Background: an optimization exercise with open tools, aiming at small area, a short achievable clock period and few clock cycles per item. Do not read the settings as production practice. Function was checked by simulation only, so behaviour that the tests miss may differ from the original.

==> run A: inputs <==
// md_sched
module md_sched (
  input  logic        clk,
  input  logic        reset,
  input  logic        E_valid,
  input  logic [2:0]  E_md_op,
  input  logic [31:0] E_rs,
  input  logic [31:0] E_rt,
  input  logic        D_is_md,
  output logic        start,
  output logic        busy,
  output logic        md_stall,
  output logic [31:0] hi,
  output logic [31:0] lo
);
==> module md_sched, before the edit <==
module md_sched (
  input  logic        clk,
  input  logic        reset,
  input  logic        E_valid,
  input  logic [2:0]  E_md_op,
  input  logic [31:0] E_rs,
  input  logic [31:0] E_rt,
  input  logic        D_is_md,
  output logic        start,
  output logic        busy,
  output logic        md_stall,
  output logic [31:0] hi,
  output logic [31:0] lo
);
  localparam int DIV_ROWS = 4;
  localparam int MAX_K    = (32 + DIV_ROWS - 1) / DIV_ROWS;    
  localparam int LW       = DIV_ROWS * MAX_K;                  
  logic [31:0] r_h;       
  logic [LW-1:0] r_l;     
  logic [31:0] r_b;       
  logic [3:0]  r_cnt;     
  logic        r_nh;      
  logic        r_nl;      
  logic        w_mul, w_div, w_signed, w_mthi, w_mtlo;
  logic        w_a_neg, w_b_neg;
  logic [31:0] w_am, w_bm;
  logic [63:0] w_prod;
  logic        w_b_zero, w_q_zero, w_clz_eq;
  logic [32:0] w_diff;
  logic [5:0]  w_n;
  logic [3:0]  w_k;
  logic [LW+31:0] w_init;
  logic [31:0] w_h_next;
  logic [LW-1:0] w_l_next;
  function automatic logic [5:0] clz32(input logic [31:0] v);
    logic [31:0] x;
    logic [4:0]  n;
    x = v;
    n[4] = (x[31:16] == 16'd0);
    x    = n[4] ? {x[15:0], 16'd0} : x;
    n[3] = (x[31:24] == 8'd0);
    x    = n[3] ? {x[23:0], 8'd0} : x;
    n[2] = (x[31:28] == 4'd0);
    x    = n[2] ? {x[27:0], 4'd0} : x;
    n[1] = (x[31:30] == 2'd0);
    x    = n[1] ? {x[29:0], 2'd0} : x;
    n[0] = ~x[31];
    clz32 = (v == 32'd0) ? 6'd32 : {1'b0, n};
  endfunction
  function automatic logic [31:0] cneg32(input logic [31:0] v, input logic neg);
    logic seen;
    seen = 1'b0;
    for (int i = 0; i < 32; i++) begin
      cneg32[i] = v[i] ^ (neg & seen);
      seen      = seen | v[i];
    end
  endfunction
  md_mul u_mul (
    .x ({w_signed & E_rs[31], E_rs}),
    .y ({w_signed & E_rt[31], E_rt}),
    .p (w_prod)
  );
  always_comb begin
    busy     = (r_cnt != 4'd0);
    w_mul    = (E_md_op == md_sched_pkg::MD_MULT) || (E_md_op == md_sched_pkg::MD_MULTU);
    w_div    = (E_md_op == md_sched_pkg::MD_DIV)  || (E_md_op == md_sched_pkg::MD_DIVU);
    w_signed = (E_md_op == md_sched_pkg::MD_MULT) || (E_md_op == md_sched_pkg::MD_DIV);
    start    = E_valid && (w_mul || w_div) && !busy;
    w_mthi   = E_valid && (E_md_op == md_sched_pkg::MD_MTHI) && !busy;
    w_mtlo   = E_valid && (E_md_op == md_sched_pkg::MD_MTLO) && !busy;
    md_stall = D_is_md && (start || busy);
    w_a_neg  = w_signed & E_rs[31];
    w_b_neg  = w_signed & E_rt[31];
    w_am     = cneg32(E_rs, w_a_neg);
    w_bm     = cneg32(E_rt, w_b_neg);
    w_b_zero = (E_rt == 32'd0);
    w_diff   = {1'b0, w_am} - {1'b0, w_bm};
    w_q_zero = w_diff[32];
    w_clz_eq = (clz32(w_am) == clz32(w_bm));
    w_n      = clz32(w_bm) - clz32(w_am) + 6'd1;
    w_k      = 4'((w_n + 6'(DIV_ROWS - 1)) / 6'(DIV_ROWS));
    w_init   = {{LW{1'b0}}, w_am} << (LW - DIV_ROWS * int'(w_k));
    w_h_next = r_h;
    w_l_next = r_l;
    for (int i = 0; i < DIV_ROWS; i++) begin
      logic [32:0] t, d;
      t        = {w_h_next, w_l_next[LW-1]};
      d        = t - {1'b0, r_b};
      w_h_next = d[32] ? t[31:0] : d[31:0];
      w_l_next = {w_l_next[LW-2:0], ~d[32]};
    end
  end
  always_ff @(posedge clk) begin
    if (reset) begin
      r_h   <= 32'd0;
      r_l   <= '0;
      r_b   <= 32'd0;
      r_cnt <= 4'd0;
      r_nh  <= 1'b0;
      r_nl  <= 1'b0;
    end else if (busy) begin
      r_h   <= w_h_next;
      r_l   <= w_l_next;
      r_cnt <= r_cnt - 4'd1;
    end else if (start && w_mul) begin
      r_h  <= w_prod[63:32];
      r_l  <= LW'(w_prod[31:0]);
      r_nh <= 1'b0;
      r_nl <= 1'b0;
    end else if (start && !w_b_zero) begin
      if (w_q_zero) begin
        r_h  <= E_rs;
        r_l  <= '0;
        r_nh <= 1'b0;
        r_nl <= 1'b0;
      end else if (w_clz_eq) begin
        r_h  <= w_diff[31:0];
        r_l  <= LW'(1);
        r_nh <= w_a_neg;
        r_nl <= w_a_neg ^ w_b_neg;
      end else begin
        r_h   <= w_init[LW+31:LW];
        r_l   <= w_init[LW-1:0];
        r_b   <= w_bm;
        r_cnt <= w_k;
        r_nh  <= w_a_neg;
        r_nl  <= w_a_neg ^ w_b_neg;
      end
    end else begin
      if (w_mthi) begin
        r_h  <= E_rs;
        r_nh <= 1'b0;
      end
      if (w_mtlo) begin
        r_l  <= LW'(E_rs);
        r_nl <= 1'b0;
      end
    end
  end
  assign hi = cneg32(r_h, r_nh);
  assign lo = cneg32(r_l[31:0], r_nl);
endmodule
Settings: LEC_CHECK=0, CAP_MARGIN=20, CORE_MARGIN=2, CORE_UTILIZATION=40, SETUP_SLACK_MARGIN=5, SLEW_MARGIN=20; clock period 120.0 ns.
run.sh (not shown) runs the stock make flow with config.mk's settings and CLKGATE_MAP_FILE= SYNTH_SCRIPT=/design/flow/synth_recipe.tcl, a recipe that flattens the netlist after the stock synthesis.
==> run X (differences from run A) <==
--- a/flow/design.v
+++ b/flow/design.v
@@ -3386,2 +3386,24 @@
   endfunction
+  function automatic logic [33:0] bksub(input logic [32:0] t, input logic [32:0] b);
+    logic [32:0] g, p, nb, c;
+    nb = ~b;
+    g = t & nb; p = t ^ nb;
+    g[0] = t[0] | nb[0];
+    for (int k = 0; k < 6; k++) begin
+      for (int i = 0; i < 33; i++)
+        if (((i + 1) % (2 << k)) == 0) begin
+          g[i] = g[i] | (p[i] & g[i - (1 << k)]);
+          p[i] = p[i] & p[i - (1 << k)];
+        end
+    end
+    for (int k = 4; k >= 0; k--) begin
+      for (int i = 0; i < 33; i++)
+        if (((i + 1) % (2 << k)) == (1 << k) && i >= (2 << k)) begin
+          g[i] = g[i] | (p[i] & g[i - (1 << k)]);
+          p[i] = p[i] & p[i - (1 << k)];
+        end
+    end
+    c = {g[31:0], 1'b1};
+    bksub = {g[32], (t ^ nb) ^ c};
+  endfunction
   md_mul u_mul (
@@ -3414,7 +3436,8 @@
     for (int i = 0; i < DIV_ROWS; i++) begin
-      logic [32:0] t, d;
+      logic [32:0] t;
+      logic [33:0] d;
       t        = {w_h_next, w_l_next[LW-1]};
-      d        = t - {1'b0, r_b};
-      w_h_next = d[32] ? t[31:0] : d[31:0];
-      w_l_next = {w_l_next[LW-2:0], ~d[32]};
+      d        = bksub(t, {1'b0, r_b});
+      w_h_next = d[33] ? d[31:0] : t[31:0];
+      w_l_next = {w_l_next[LW-2:0], d[33]};
     end
Settings changed: ABC_AREA from default to 1.
==> qor summary <==
                                                                                      run A                    run X
Crit path arrival time                                                             25.87 ns                 25.61 ns
Initial core utilization                                                              40.2%                    40.3%
Status                                                              complete, no violations  complete, no violations
Fin crit share                                                                        41.6%                    41.3%
Clock latency of the later-clocked register in the worst-skew pair                  0.37 ns                  0.38 ns
Number of fillers in the final layout                                                 11344                    11220
Wire length per cell after detailed routing                                         27.9 um                  25.1 um
Worst slack on hold paths                                                          0.478 ns                 0.492 ns
Post-route clock skew                                                             0.0123 ns                0.0133 ns
Multi-input gate share of total cell area                                             80.4%                    76.8%
Footprint of the multi-input gates                                              0.0381 mm^2              0.0354 mm^2
Vias in the first global route                                                        42912                    43033
Sequential standard cell area                                                  0.00204 mm^2             0.00204 mm^2
Unique masters post-synth                                                                89                       62
Critical-path maximum fanout                                                             10                        4
Simple-gate share of the synthesized area                                             11.7%                    16.4%
Layout multi-input combinational cell count                                            4416                     4434
Testbench counts of run A, summed over its fixed seeds: cycles 42,968, items 32,000.
Testbench counts of run X, summed over its fixed seeds: cycles 42,968, items 32,000.


==> run C <==
RTL: one of the versions met above, not the one the previous note started from.
Settings: LEC_CHECK=0, ABC_AREA=1, CAP_MARGIN=20, CORE_MARGIN=2, CORE_UTILIZATION=40, SETUP_SLACK_MARGIN=5, SLEW_MARGIN=20; clock period 120.0 ns.
standard.sh (not shown) runs the stock make flow with config.mk's settings and CLKGATE_MAP_FILE= SYNTH_SCRIPT=/design/flow/synth_recipe.tcl, a recipe that flattens the netlist after the stock synthesis.
==> flow/flow/run.sh <==
#!/bin/bash
set -e
export BUFFER_PORTS_ARGS="-buffer_cell sky130_fd_sc_hd__buf_2"
R=$PWD/orfs/results/sky130hd/md_sched/base
bash standard.sh $R/1_2_yosys.v > standard_synth.log 2>&1
cp $R/1_2_yosys.v $PWD/1_2_yosys.standard.v
python3 flow/fa_polarity.py $PWD/1_2_yosys.standard.v $R/1_2_yosys.v > fa_polarity.log 2>&1
bash standard.sh > standard.log 2>&1
==> flow/flow/fa_polarity.py <==
#!/usr/bin/env python3
"""Remove inverters around full adders in a mapped sky130 netlist.

A full adder is self-dual: FA(~a, ~b, ~c) = (~sum, ~cout). For each
sky130_fd_sc_hd__fa_1 cell we may therefore feed it the complement of all
three inputs and take complemented outputs. This script picks, greedily,
which adders to flip so that fewer inverters (sky130_fd_sc_hd__inv_1) are
needed, then rewrites the netlist with one shared inverter per net whose
complement is still used. The logic function of every register input and
output port is unchanged; registers are not touched.

usage: fa_polarity.py IN.v OUT.v
"""
import re
import sys

INV = "sky130_fd_sc_hd__inv_1"
FA = "sky130_fd_sc_hd__fa_1"
OUT_PINS = {"X", "Y", "SUM", "COUT", "Q", "Q_N", "HI", "LO"}

src = open(sys.argv[1]).read()
m_start = src.index("module ")
body_start = src.index(";", m_start) + 1
m_end = src.rindex("endmodule")
header = src[:body_start]
body = src[body_start:m_end]
tail = src[m_end:]

cell_re = re.compile(r"^(\s*)(sky130_fd_sc_hd__\w+)\s+(\S+)\s*\((.*?)\);\n", re.S | re.M)
pin_re = re.compile(r"\.(\w+)\(([^()]*)\)")

ports = set()
for d in re.findall(r"^\s*(?:input|output)\s+(?:\[(\d+):(\d+)\]\s+)?(\S+);", body, re.M):
    hi_, lo_, name = d
    if hi_:
        for i in range(int(lo_), int(hi_) + 1):
            ports.add(f"{name}[{i}]")
    else:
        ports.add(name)

cells = []   # dicts: type, name, pins(list of [pin, net])
first_cell_pos = None
pieces = []
pos = 0
for mm in cell_re.finditer(body):
    if first_cell_pos is None:
        first_cell_pos = mm.start()
    pieces.append(body[pos:mm.start()])
    pins = [[p, n.strip()] for p, n in pin_re.findall(mm.group(4))]
    cells.append({"type": mm.group(2), "name": mm.group(3), "pins": pins, "ind": mm.group(1)})
    pieces.append(len(cells) - 1)
    pos = mm.end()
pieces.append(body[pos:])

driver = {}
for ci, c in enumerate(cells):
    for p, n in c["pins"]:
        if p in OUT_PINS and n:
            driver[n] = (ci, p)

# collapsible inverters: inv_1 whose output is not a port
def collapsible(ci):
    c = cells[ci]
    if c["type"] != INV:
        return False
    y = [n for p, n in c["pins"] if p == "Y"][0]
    return y not in ports

lit_cache = {}
def literal(net):
    """(base net, negated) after collapsing chains of collapsible inverters."""
    if net in lit_cache:
        return lit_cache[net]
    d = driver.get(net)
    if d is not None and collapsible(d[0]):
        a = [n for p, n in cells[d[0]]["pins"] if p == "A"][0]
        b, ng = literal(a)
        r = (b, not ng)
    else:
        r = (net, False)
    lit_cache[net] = r
    return r

# loads: every input pin of a kept cell
loads = []   # [cell index, pin index, base, neg]
for ci, c in enumerate(cells):
    if collapsible(ci):
        continue
    for pi, (p, n) in enumerate(c["pins"]):
        if p in OUT_PINS or not n or n.startswith("1'") or n.startswith("'"):
            continue
        b, ng = literal(n)
        loads.append([ci, pi, b, ng])

fas = [ci for ci, c in enumerate(cells) if c["type"] == FA]
flip = {ci: False for ci in fas}
fixed = set()
for ci in fas:
    for p, n in cells[ci]["pins"]:
        if p in ("SUM", "COUT") and n in ports:
            fixed.add(ci)

loads_of_base = {}
for li, (ci, pi, b, ng) in enumerate(loads):
    loads_of_base.setdefault(b, []).append(li)

def phys_flip(base):
    d = driver.get(base)
    if d is not None and d[0] in flip:
        return flip[d[0]]
    return False

def need(li):
    ci, pi, b, ng = loads[li]
    want = ng ^ flip.get(ci, False)
    return want ^ phys_flip(b)

def cost(base):
    return 1 if any(need(li) for li in loads_of_base.get(base, [])) else 0

def nets_of(ci):
    s = set()
    for p, n in cells[ci]["pins"]:
        if p in OUT_PINS:
            s.add(n)
        elif n in lit_cache or n:
            s.add(literal(n)[0])
    return s

before = sum(cost(b) for b in loads_of_base)
improved = True
rounds = 0
while improved and rounds < 20:
    improved = False
    rounds += 1
    for ci in fas:
        if ci in fixed:
            continue
        ns = nets_of(ci)
        c0 = sum(cost(b) for b in ns)
        flip[ci] = not flip[ci]
        c1 = sum(cost(b) for b in ns)
        if c1 < c0:
            improved = True
        else:
            flip[ci] = not flip[ci]
after = sum(cost(b) for b in loads_of_base)

# rewrite
def esc(n):
    return n + " " if n.startswith("\\") else n

inv_net = {}
new_cells = []
k = 0
for li, (ci, pi, b, ng) in enumerate(loads):
    if need(li):
        if b not in inv_net:
            k += 1
            nn = f"_fapol_{k}_"
            inv_net[b] = nn
            new_cells.append(f"  {INV} _fapol_inv_{k}_ (\n    .A({esc(b)}),\n    .Y({nn})\n  );\n")
        cells[ci]["pins"][pi][1] = inv_net[b]
    else:
        cells[ci]["pins"][pi][1] = b

out = [header]
decl = "".join(f"  wire {n};\n" for n in inv_net.values())
for piece in pieces:
    if isinstance(piece, int):
        if collapsible(piece):
            continue
        c = cells[piece]
        pins = ",\n".join(f"    .{p}({esc(n)})" for p, n in c["pins"])
        out.append(f"{c['ind']}{c['type']} {c['name']} (\n{pins}\n  );\n")
    else:
        out.append(piece)
text = "".join(out)
# declarations and new inverters go right after the header's declarations
idx = text.index(cells[0]["type"] + " " + cells[0]["name"])
idx = text.rindex("\n", 0, idx) + 1
text = text[:idx] + decl + "".join(new_cells) + text[idx:] + tail
open(sys.argv[2], "w").write(text)
n_old = sum(1 for ci in range(len(cells)) if collapsible(ci))
sys.stderr.write(f"fa_polarity: {len(fas)} adders, {sum(flip.values())} flipped; "
                 f"inverters {n_old} -> {len(inv_net)} (cost {before} -> {after})\n")
==> run Y (differences from run C) <==
==> flow/flow/run.sh (replaced) <==
#!/bin/bash
set -e
export BUFFER_PORTS_ARGS="-buffer_cell sky130_fd_sc_hd__buf_2"
bash standard.sh > standard.log 2>&1
removed: flow/flow/fa_polarity.py
==> qor summary <==
Routed metal-1 wirelength: run Y 72.62 mm; run C 71.96 mm
Met1 track demand over resource: run Y 42.93%; run C 44.04%
Length of routed met2 wiring: run Y 77.36 mm; run C 77.84 mm
Met3 Usage GRT: run Y 9.206%; run C 9.614%
Number of global-route vias before repair: run Y 42,660; run C 41,830
Data-path buffer share of cell area in the final layout: run Y 3.740%; run C 3.836%
Min Clock Period, post-route: run Y 48,770 ps; run C 48,730 ps
Total cell area at the placement stage: run Y 45,100 µm²; run C 43,810 µm²
Clock Skew: run Y 13.25 ps; run C 16.43 ps
Avg Vias per Cell: run Y 5.903; run C 6.064
Arrival time at the worst endpoint: run Y 24,770 ps; run C 24,730 ps
Hpwl dp: run Y 135.5 mm; run C 134.8 mm
Fill cells: run Y 11,220; run C 10,770
Buffers outside the clock class: run Y 272; run C 271
Net count after synthesis: run Y 6,946; run C 6,611
Run status: run Y finished clean; run C finished clean
Most common cell after layout, fill and taps aside: run Y inv_1; run C nand2_1
GPL Wtd Cong: run Y 1.038; run C 1.022
Final Util: run Y 42.43%; run C 42.55%
Final std cells w/o fill: run Y 7,358; run C 6,992
Number of iterations in the first detailed-routing pass: run Y 6; run C 8
Post-route fraction of the period consumed by the critical path: run Y 40.65%; run C 40.61%
Chip height: run Y 332.5 µm; run C 327.7 µm
Testbench counts of run C, summed over its fixed seeds: cycles 42,968, items 32,000.
Testbench counts of run Y, summed over its fixed seeds: cycles 42,968, items 32,000.

==> afterwards: timing with drivers on the ports <==
No port has a modelled driver above. Below, the same layouts with a new extraction and two added sets of constraints.
Step 1 sets driving cells, clkbuf_16 on the clock port and buf_2 on the other inputs (assumed; they add their load-dependent delay and slew).
Step 2 adds t to the input delays and takes it off the output delays; t is the mean of the earliest and latest rising clock arrival at the registers after step 1. Input paths then give back, and output paths get back, about the clock's delay inside the block.
Slacks: ideal / step 1 / step 2; pairs: ideal / step 1.
run	t, ns	slack for setup (ns)	hold WS [ns]	worst data-port slew with drivers (ns)	cell pins on the clock port's net
run A	0.419	70.133 / 70.107 / 70.107	0.478 / 0.478 / 0.478	0.15	1
run X	0.425	70.394 / 70.360 / 70.360	0.492 / 0.492 / 0.492	0.08	1
run C	0.429	71.266 / 71.245 / 71.245	0.491 / 0.491 / 0.491	0.18	1
run Y	0.425	71.225 / 71.201 / 71.201	0.495 / 0.495 / 0.495	0.21	1
After both steps every run listed still meets setup and hold. The setup slack of run X, which loses most, moves by -0.034 ns with the drivers and by -0.034 ns with both steps.
